From an optimization exercise on the open Yosys and OpenROAD flow, aimed at small area, a short achievable clock period and few clock cycles; shortcuts taken in it are not production practice.
The RTL was checked by simulation tests, not by an equivalence proof against the original design.
Power figures rest on the tool's default switching activity, not on a simulated workload.

--- design/flow/design.v ---
`timescale 1ns / 1ps
`default_nettype none
package dcpa_pkg;
    localparam int MassW       = 16;
    localparam int SumW        = 24;
    localparam int CountW      = 8;
    localparam int TimeW       = 32;
    localparam int MaxSamples  = 255;
    localparam int ReadingBits = 16;
    localparam int CountLimitI = (MaxSamples > 255) ? 255 : ((MaxSamples < 1) ? 1 : MaxSamples);
    localparam logic [CountW-1:0] CountLimit = CountW'(CountLimitI);
    localparam logic [MassW-1:0] ReadingMask =
        (ReadingBits >= MassW) ? {MassW{1'b1}} : MassW'((1 << ReadingBits) - 1);
    localparam int DivSteps = SumW;
    localparam int StepW    = $clog2(DivSteps);
    localparam logic [1:0] RegWakeInterval = 2'd0;
    localparam logic [1:0] RegWarmupDelay  = 2'd1;
    localparam logic [1:0] RegReadWindow   = 2'd2;
    localparam logic [TimeW-1:0] WakeIntervalRst = 32'd300000;
    localparam logic [TimeW-1:0] WarmupDelayRst  = 32'd30000;
    localparam logic [TimeW-1:0] ReadWindowRst   = 32'd10000;
    typedef enum logic [2:0] {
        ST_IDLE,
        ST_EVAL,
        ST_DIV,
        ST_PUB,
        ST_SAMPLE,
        ST_OUT
    } dcpa_state_t;
    typedef struct packed {
        logic load;
        logic accum;
        logic div_start;
        logic div_step;
        logic publish;
        logic clear;
    } dcpa_lane_cmd_t;
    typedef struct packed {
        logic              out_load;
        logic              enable;
        logic              published;
        logic [CountW-1:0] count;
    } dcpa_status_t;
endpackage
`default_nettype wire
`timescale 1ns / 1ps
`default_nettype none
module dcpa_lane
(
    input  wire logic              clk,
    input  wire logic              rst_n,
    input  wire dcpa_pkg::dcpa_lane_cmd_t    cmd,
    input  wire logic [dcpa_pkg::MassW-1:0]  mass,
    input  wire logic [dcpa_pkg::CountW-1:0] divisor,
    output logic      [dcpa_pkg::MassW-1:0]  avg
);
    logic [dcpa_pkg::MassW-1:0]  mass_reg;
    logic [dcpa_pkg::SumW-1:0]   sum_reg;
    logic [dcpa_pkg::SumW-1:0]   sum_next;
    logic [dcpa_pkg::CountW-1:0] rem_reg;
    logic [dcpa_pkg::CountW-1:0] rem_next;
    logic [dcpa_pkg::MassW-1:0]  avg_reg;
    logic [dcpa_pkg::SumW:0]     acc_wide;
    logic [dcpa_pkg::CountW:0]   rem_shift;
    logic              fits;
    assign acc_wide  = {1'b0, sum_reg} + {{(dcpa_pkg::SumW-dcpa_pkg::MassW+1){1'b0}}, mass_reg};
    assign rem_shift = {rem_reg, sum_reg[dcpa_pkg::SumW-1]};
    assign fits      = rem_shift >= {1'b0, divisor};
    always_comb
    begin
        sum_next = sum_reg;
        rem_next = rem_reg;
        if (cmd.accum)
        begin
            sum_next = acc_wide[dcpa_pkg::SumW] ? {dcpa_pkg::SumW{1'b1}} : acc_wide[dcpa_pkg::SumW-1:0];
        end
        else if (cmd.div_start)
        begin
            rem_next = '0;
        end
        else if (cmd.div_step)
        begin
            sum_next = {sum_reg[dcpa_pkg::SumW-2:0], fits};
            rem_next = fits ? dcpa_pkg::CountW'(rem_shift - {1'b0, divisor}) : rem_shift[dcpa_pkg::CountW-1:0];
        end
        else if (cmd.publish || cmd.clear)
        begin
            sum_next = '0;
        end
    end
    always_ff @(posedge clk or negedge rst_n)
    begin
        if (!rst_n)
        begin
            sum_reg <= '0;
            avg_reg <= '0;
        end
        else
        begin
            sum_reg <= sum_next;
            if (cmd.publish)
            begin
                avg_reg <= sum_reg[dcpa_pkg::MassW-1:0];
            end
        end
    end
    always_ff @(posedge clk)
    begin
        rem_reg <= rem_next;
        if (cmd.load)
        begin
            mass_reg <= mass & dcpa_pkg::ReadingMask;
        end
    end
    assign avg = avg_reg;
endmodule
`default_nettype wire
`timescale 1ns / 1ps
`default_nettype none
module dcpa_ctrl
(
    input  wire logic             clk,
    input  wire logic             rst_n,
    input  wire logic             in_valid,
    output logic                  in_ready,
    input  wire logic [dcpa_pkg::TimeW-1:0] now_ms,
    input  wire logic             first_tick,
    input  wire logic             reading_valid,
    input  wire logic [dcpa_pkg::TimeW-1:0] wake_interval_ms,
    input  wire logic [dcpa_pkg::TimeW-1:0] warmup_delay_ms,
    input  wire logic [dcpa_pkg::TimeW-1:0] read_window_ms,
    input  wire logic             out_free,
    output dcpa_pkg::dcpa_lane_cmd_t        lane_cmd,
    output dcpa_pkg::dcpa_status_t          status
);
    dcpa_pkg::dcpa_state_t       state_reg;
    dcpa_pkg::dcpa_state_t       state_next;
    logic [dcpa_pkg::TimeW-1:0]  now_reg;
    logic              first_reg;
    logic              valid_reg;
    logic [dcpa_pkg::TimeW-1:0]  wake_time_reg;
    logic              done_reg;
    logic              enable_reg;
    logic [dcpa_pkg::CountW-1:0] count_reg;
    logic [dcpa_pkg::StepW-1:0]  step_reg;
    logic              published_reg;
    logic [dcpa_pkg::TimeW-1:0]  elapsed;
    logic [dcpa_pkg::TimeW:0]    window_end;
    logic              wake;
    logic              close;
    logic              take;
    logic              accept;
    logic              do_wake;
    logic              do_close;
    logic              out_load;
    assign elapsed    = now_reg - wake_time_reg;
    assign window_end = {1'b0, warmup_delay_ms} + {1'b0, read_window_ms};
    assign wake       = (elapsed >= wake_interval_ms) || first_reg;
    assign close      = ({1'b0, elapsed} >= window_end) && !done_reg;
    assign take       = valid_reg && (elapsed >= warmup_delay_ms)
                        && ({1'b0, elapsed} < window_end) && (count_reg < dcpa_pkg::CountLimit);
    assign accept     = in_valid && in_ready;
    always_comb
    begin
        state_next = state_reg;
        case (state_reg)
            dcpa_pkg::ST_IDLE:
            begin
                if (in_valid)
                begin
                    state_next = dcpa_pkg::ST_EVAL;
                end
            end
            dcpa_pkg::ST_EVAL:
            begin
                if (!wake && close && (count_reg != '0))
                begin
                    state_next = dcpa_pkg::ST_DIV;
                end
                else
                begin
                    state_next = dcpa_pkg::ST_SAMPLE;
                end
            end
            dcpa_pkg::ST_DIV:
            begin
                if (step_reg == dcpa_pkg::StepW'(dcpa_pkg::DivSteps - 1))
                begin
                    state_next = dcpa_pkg::ST_PUB;
                end
            end
            dcpa_pkg::ST_PUB:
            begin
                state_next = dcpa_pkg::ST_SAMPLE;
            end
            dcpa_pkg::ST_SAMPLE:
            begin
                state_next = dcpa_pkg::ST_OUT;
            end
            dcpa_pkg::ST_OUT:
            begin
                if (out_free)
                begin
                    state_next = dcpa_pkg::ST_IDLE;
                end
            end
            default:
            begin
                state_next = dcpa_pkg::ST_IDLE;
            end
        endcase
    end
    always_comb
    begin
        in_ready           = 1'b0;
        do_wake            = 1'b0;
        do_close           = 1'b0;
        lane_cmd           = '0;
        out_load           = 1'b0;
        case (state_reg)
            dcpa_pkg::ST_IDLE:
            begin
                in_ready      = 1'b1;
                lane_cmd.load = in_valid;
            end
            dcpa_pkg::ST_EVAL:
            begin
                do_wake            = wake;
                do_close           = !wake && close;
                lane_cmd.div_start = do_close && (count_reg != '0);
                lane_cmd.clear     = do_close && (count_reg == '0);
            end
            dcpa_pkg::ST_DIV:
            begin
                lane_cmd.div_step = 1'b1;
            end
            dcpa_pkg::ST_PUB:
            begin
                lane_cmd.publish = 1'b1;
            end
            dcpa_pkg::ST_SAMPLE:
            begin
                lane_cmd.accum = take;
            end
            dcpa_pkg::ST_OUT:
            begin
                out_load = out_free;
            end
            default:
            begin
                in_ready = 1'b0;
            end
        endcase
    end
    always_ff @(posedge clk or negedge rst_n)
    begin
        if (!rst_n)
        begin
            state_reg     <= dcpa_pkg::ST_IDLE;
            wake_time_reg <= '0;
            done_reg      <= 1'b0;
            enable_reg    <= 1'b0;
            count_reg     <= '0;
            step_reg      <= '0;
            published_reg <= 1'b0;
        end
        else
        begin
            state_reg <= state_next;
            if (accept)
            begin
                published_reg <= 1'b0;
            end
            if (do_wake)
            begin
                wake_time_reg <= now_reg;
                enable_reg    <= 1'b1;
                done_reg      <= 1'b0;
            end
            if (do_close)
            begin
                enable_reg <= 1'b0;
                done_reg   <= 1'b1;
            end
            if (lane_cmd.clear || lane_cmd.publish)
            begin
                count_reg <= '0;
            end
            else if (lane_cmd.accum)
            begin
                count_reg <= count_reg + 1'b1;
            end
            if (lane_cmd.div_start)
            begin
                step_reg <= '0;
            end
            else if (lane_cmd.div_step)
            begin
                step_reg <= step_reg + 1'b1;
            end
            if (lane_cmd.publish)
            begin
                published_reg <= 1'b1;
            end
        end
    end
    always_ff @(posedge clk)
    begin
        if (accept)
        begin
            now_reg   <= now_ms;
            first_reg <= first_tick;
            valid_reg <= reading_valid;
        end
    end
    assign status = {out_load, enable_reg, published_reg, count_reg};
endmodule
`default_nettype wire
`timescale 1ns / 1ps
`default_nettype none
module duty_cycled_particle_averager
(
    input  wire logic        clk,
    input  wire logic        rst_n,
    input  wire logic        s_tvalid,
    output logic             s_tready,
    input  wire logic [87:0] s_tdata,
    output logic             m_tvalid,
    input  wire logic        m_tready,
    output logic      [63:0] m_tdata,
    input  wire logic        psel,
    input  wire logic        penable,
    input  wire logic        pwrite,
    input  wire logic [3:0]  paddr,
    input  wire logic [31:0] pwdata,
    output logic      [31:0] prdata,
    output logic             pready
);
    logic [dcpa_pkg::TimeW-1:0] wake_interval_reg;
    logic [dcpa_pkg::TimeW-1:0] warmup_delay_reg;
    logic [dcpa_pkg::TimeW-1:0] read_window_reg;
    logic             cfg_write;
    logic [1:0]       cfg_sel;
    dcpa_pkg::dcpa_lane_cmd_t   lane_cmd;
    dcpa_pkg::dcpa_status_t     status;
    logic             out_free;
    logic [dcpa_pkg::MassW-1:0] avg_pm1;
    logic [dcpa_pkg::MassW-1:0] avg_pm25;
    logic [dcpa_pkg::MassW-1:0] avg_pm10;
    logic             m_tvalid_reg;
    logic [63:0]      m_tdata_reg;
    assign pready    = 1'b1;
    assign cfg_sel   = paddr[3:2];
    assign cfg_write = psel && penable && pwrite && pready;
    always_ff @(posedge clk or negedge rst_n)
    begin
        if (!rst_n)
        begin
            wake_interval_reg <= dcpa_pkg::WakeIntervalRst;
            warmup_delay_reg  <= dcpa_pkg::WarmupDelayRst;
            read_window_reg   <= dcpa_pkg::ReadWindowRst;
        end
        else if (cfg_write)
        begin
            case (cfg_sel)
                dcpa_pkg::RegWakeInterval: wake_interval_reg <= pwdata;
                dcpa_pkg::RegWarmupDelay:  warmup_delay_reg  <= pwdata;
                dcpa_pkg::RegReadWindow:   read_window_reg   <= pwdata;
                default:         wake_interval_reg <= wake_interval_reg;
            endcase
        end
    end
    always_comb
    begin
        case (cfg_sel)
            dcpa_pkg::RegWakeInterval: prdata = wake_interval_reg;
            dcpa_pkg::RegWarmupDelay:  prdata = warmup_delay_reg;
            dcpa_pkg::RegReadWindow:   prdata = read_window_reg;
            default:         prdata = '0;
        endcase
    end
    dcpa_ctrl u_ctrl (
        .clk              (clk),
        .rst_n            (rst_n),
        .in_valid         (s_tvalid),
        .in_ready         (s_tready),
        .now_ms           (s_tdata[31:0]),
        .first_tick       (s_tdata[32]),
        .reading_valid    (s_tdata[33]),
        .wake_interval_ms (wake_interval_reg),
        .warmup_delay_ms  (warmup_delay_reg),
        .read_window_ms   (read_window_reg),
        .out_free         (out_free),
        .lane_cmd         (lane_cmd),
        .status           (status)
    );
    dcpa_lane u_lane_pm1 (
        .clk     (clk),
        .rst_n   (rst_n),
        .cmd     (lane_cmd),
        .mass    (s_tdata[49:34]),
        .divisor (status.count),
        .avg     (avg_pm1)
    );
    dcpa_lane u_lane_pm25 (
        .clk     (clk),
        .rst_n   (rst_n),
        .cmd     (lane_cmd),
        .mass    (s_tdata[65:50]),
        .divisor (status.count),
        .avg     (avg_pm25)
    );
    dcpa_lane u_lane_pm10 (
        .clk     (clk),
        .rst_n   (rst_n),
        .cmd     (lane_cmd),
        .mass    (s_tdata[81:66]),
        .divisor (status.count),
        .avg     (avg_pm10)
    );
    assign out_free = !m_tvalid_reg || m_tready;
    always_ff @(posedge clk or negedge rst_n)
    begin
        if (!rst_n)
        begin
            m_tvalid_reg <= 1'b0;
        end
        else if (status.out_load)
        begin
            m_tvalid_reg <= 1'b1;
        end
        else if (m_tready)
        begin
            m_tvalid_reg <= 1'b0;
        end
    end
    always_ff @(posedge clk)
    begin
        if (status.out_load)
        begin
            m_tdata_reg <= {6'd0, status.count, avg_pm10, avg_pm25, avg_pm1,
                            status.published, status.enable};
        end
    end
    assign m_tvalid = m_tvalid_reg;
    assign m_tdata  = m_tdata_reg;
endmodule
`default_nettype wire
--- design/flow/run.sh ---
#!/bin/bash
# synth_recipe.tcl (not shown) runs the flow's synth.tcl, then flattens the netlist and writes it again
# the make line also repeats each setting of config.mk as NAME=value (left out here)
make -C /OpenROAD-flow-scripts/flow DESIGN_CONFIG=/design/flow/config.mk WORK_HOME=/design/flow/orfs CLKGATE_MAP_FILE= SYNTH_SCRIPT=/design/flow/synth_recipe.tcl finish
--- design/flow/config.mk ---
export PLATFORM = sky130hd
export DESIGN_NAME = duty_cycled_particle_averager
export DESIGN_NICKNAME = duty_cycled_particle_averager
export VERILOG_FILES = /design/flow/design.v
export SDC_FILE = /design/flow/constraint.sdc
export NUM_CORES = 4
export LEC_CHECK = 0
export CAP_MARGIN = 20
export CORE_MARGIN = 2
export CORE_UTILIZATION = 40
export SLEW_MARGIN = 20
--- design/flow/constraint.sdc ---
create_clock -name core_clock -period 8.0 [get_ports {clk}]
set_input_delay 1.6000 -clock core_clock [delete_from_list [all_inputs] [get_ports {clk}]]
set_output_delay 1.6000 -clock core_clock [all_outputs]
set_load 0.01 [all_outputs]
==> results_dict.tcl <==
set metrics [dict create \
    outcome "no timing/DRC/antenna violations" \
    max_freq_mhz 148 \
    port_buffers 214 \
    gp_congestion 0.881 \
    yosys_warnings 3 \
    clock_latency_ns 0.61 \
    seq_area_frac_synth_pct 46.1 \
    seq_area_um2 11700 \
    grt_max_degree 157 \
    wl_mm 65.3 \
    crit_type "reg2reg" \
    power.density_nw_per_um2 389 \
    end_kind "register" \
    cts.path.max_buffers 3 \
    required_ns 8.48 \
    hold_slack_ns 0.438 \
    finalInstanceArea_um2 30100 \
    synth.top_cell.area_share_pct 24.6 \
    fill_cells 5685 \
    yosysUniqueCellTypes 78 \
    synth-main-ff-cell "dfrtp_1" \
    netlist_instances 2478 \
    route.detailed.drc 0 \
    multi_input_area_um2 12700 \
    report.final.slew_viol_count 0 \
    start_kind "register" \
    finalClockSkew_ns 0.0225 \
    wl_per_cell_um 18.3 \
    ctsResizeCount 0 \
    setup_violations 0 \
    cpPeakStageDelay_ns 0.62 \
    postCtsHoldBufs 0 \
    max_cap_violations 0 \
    io_pins 230 \
    grt_antenna_before_repair 6 \
    largest_reg_flops 58 \
    post-place-ws_ns 1.23 \
    cts_max_level 2 \
    synthMuxAreaShare_pct 5.28 \
    setup-tns-final_ns 0 \
    yosysTopAreaCell "dfrtp_1" \
    postCtsSetupRepairBufs 0 \
    synth_compound_area_share_pct 16.7 \
    path_clk_slew_ns 0.06 \
    synth_area_leaders "dfrtp_1 25%, edfxtp_1 19%, ha_1 11%, o21ai_0 4.8%, nand2_1 3.9%" \
    timing.final.crit_share_pct 84.3 \
    ctsRootBufferMaster "clkbuf_16" \
    start_util_pct 40.3 \
    crit_arrival_ns 7.23 \
    drt_iter0_drc 1241 \
    die_area_um2 65200 \
    grt_overflow 0 \
    maxSlewHeadroom_pct 26.5 \
    synth_xor_area_share_pct 3.78 \
    cellLeakagePower_nw 13.0 \
    placed_area_um2 28300 \
    synth_top_family_by_area "compound AO/OA/AOI/OAI gates" \
    postSynth.asyncResetShare_pct 62.0 \
    ant_nets 0 \
    fp-row-count 92 \
    grt_pass1_wl_mm 105 \
    critical_path.max_fanout 13 \
    drive_above_1_share_pct 9.24 \
    synthSimpleGateAreaFrac_pct 12.1 \
    fin_crit_ns 6.74 \
    core-area_um2 62700 \
    cts_tree "built" \
    track_usage_pct 19.9 \
    syn_area_um2 25300 \
    via_per_inst 5.35 \
    grt_pass1_vias 19700 \
    final_common_cell "nand2_1" \
    hold_path_class "reg2reg" \
    synthAdderAreaFrac_pct 12.1 \
    timing.final.ws_setup_ns 1.26 \
    hold_viol 0 \
    ys_seq_elements 432 \
    final_util_pct 47.9 \
    cts_buffers 52 \
    synth_edf_count 164 \
    worst_pin_slew_ns 1.10 \
    clkSinkCount 432 \
    drtPass1Iterations 5 \
    dp_hpwl_mm 46.8 \
    fp.dieW_um 255 \
    avgSynthCellArea_um2 10.2 \
    synthToLayoutAreaGrowth_pct 19.0 \
    critPathSlowestCell "and2_1" \
    ir_drop_v 0.000190 \
    mostFrequentLayoutCells "259 x nand2_1, 248 x dfrtp_1, 240 x o21ai_0" \
    dieHeight_um 255 \
    num_vias 19100 \
    rsz0062_at_grt "false" \
    nets 3052 \
]
[layer usage]
layer	global-route usage, %	routed length (um)	vias to the layer above
li1	-	-	9363
met1	25.9	29400	9224
met2	33.8	30900	428
met3	3.47	3480	99
met4	5.78	1530	2
met5	0	13	-
[layout make-up]
cell class / instances / share of cell area [%]
well taps: 846 / 3.52
repair buffers: 234 / 7.65
clock buffers: 72 / 4.81
diodes: 2 / 0.0166
flip-flops and latches: 432 / 38.8
inverters: 160 / 2.00
clock inverters: 26 / 0.944
multi-input cells: 1802 / 42.3
[worst max-delay path, delay by kind of cell, from the launching register on]
| family | cells | cell delay (ns) |
|---|---|---|
| compound gates | 13 | 2.85 |
| buf+inv | 3 | 0.50 |
| xor+xnor | 1 | 0.14 |
| flops | 1 | 0.38 |
| fa+ha+maj | 3 | 0.89 |
| simple gates | 7 | 1.84 |
[metrics by stage]
| stage | cells | total power, mW |
|---|---|---|
| 2_1_floorplan | 2483 | 7.59 |
| 3_3_place_gp | 3474 | 9.19 |
| 3_5_place_dp | 3474 | 9.36 |
| 4_1_cts | 3572 | 11.8 |
| 5_1_grt | 3572 | 12.7 |
| 6_report | 3574 | 11.7 |
[cell families (layout without fill, tap and decap cells)]
kind of cell,after synthesis,after routing
other,2,9
AND/OR/NAND/NOR,660,660
multiplexers,123,123
XOR/XNOR,109,109
buffers and inverters,249,492
adder cells (fa/ha/maj),239,239
flip-flops,432,432
AO/OA/AOI/OAI,664,664
[power by group]
part	internal, mW	switching, mW
sequential	3.02	0.428
combinational	2.53	3.37
clock	1.40	0.971
total	6.95	4.77
[synth_stat cells (40+ instances only)]
cell,instances
nand2_1,260
dfrtp_1,248
o21ai_0,240
ha_1,231
edfxtp_1,164
inv_1,160
a21oi_1,156
nor2_1,146
mux2_2,83
clkbuf_1,69
xnor2_1,64
a21o_1,58
nand3_1,46
xor2_1,45
mux2i_1,40
[final timing paths]
check                                                        start                            endpoint  slack (ns)  cells after the start
worst max-delay path                   u_ctrl.now_reg[0]$_DFFE_PP_  u_lane_pm1.sum_reg[20]$_DFFE_PN0P_        1.26                     27
worst min-delay path            u_lane_pm25.avg_reg[8]$_DFFE_PN0P_           m_tdata_reg[26]$_DFFE_PP_        0.44                      0
worst max register to register         u_ctrl.now_reg[0]$_DFFE_PP_  u_lane_pm1.sum_reg[20]$_DFFE_PN0P_        1.26                     27
worst min register to register  u_lane_pm25.avg_reg[8]$_DFFE_PN0P_           m_tdata_reg[26]$_DFFE_PP_        0.44                      0
max in group asynchronous                                    rst_n  u_lane_pm1.sum_reg[13]$_DFFE_PN0P_        5.67                      2
min in group asynchronous                                    rst_n      read_window_reg[1]$_DFFE_PN0P_        0.93                      1
Testbench counts, summed over its fixed seeds: cycles 36,557.

==> separate check: timing with driven ports <==
The results above use ideal ports. As a check the final layout listed here was re-extracted and re-timed, cells and wires unchanged.
Step 1 (the two cells are an assumption about what drives the block):
set clk [get_ports {clk}]
set_driving_cell -lib_cell sky130_fd_sc_hd__clkbuf_16 $clk
set_driving_cell -lib_cell sky130_fd_sc_hd__buf_2 [delete_from_list [all_inputs] $clk]
Step 2 adds t to the input delays and takes it off the output delays; t is the mean of the earliest and latest rising clock arrival at the registers after step 1. Input paths then give back, and output paths get back, about the clock's delay inside the block.
Slacks: ideal ports / drivers / drivers and shift; pairs: ideal ports / drivers.
shift t [ns]: 0.657
setup slack, ns: 1.259 / 1.259 / 1.259
worst register clock-pin slew, ns: 0.06 / 0.06
pins driven straight from the clock port: 1
After both steps setup and hold are still met in this run. For this run, drivers alone change the setup slack by 0.000 ns; drivers and shift together by 0.000 ns.
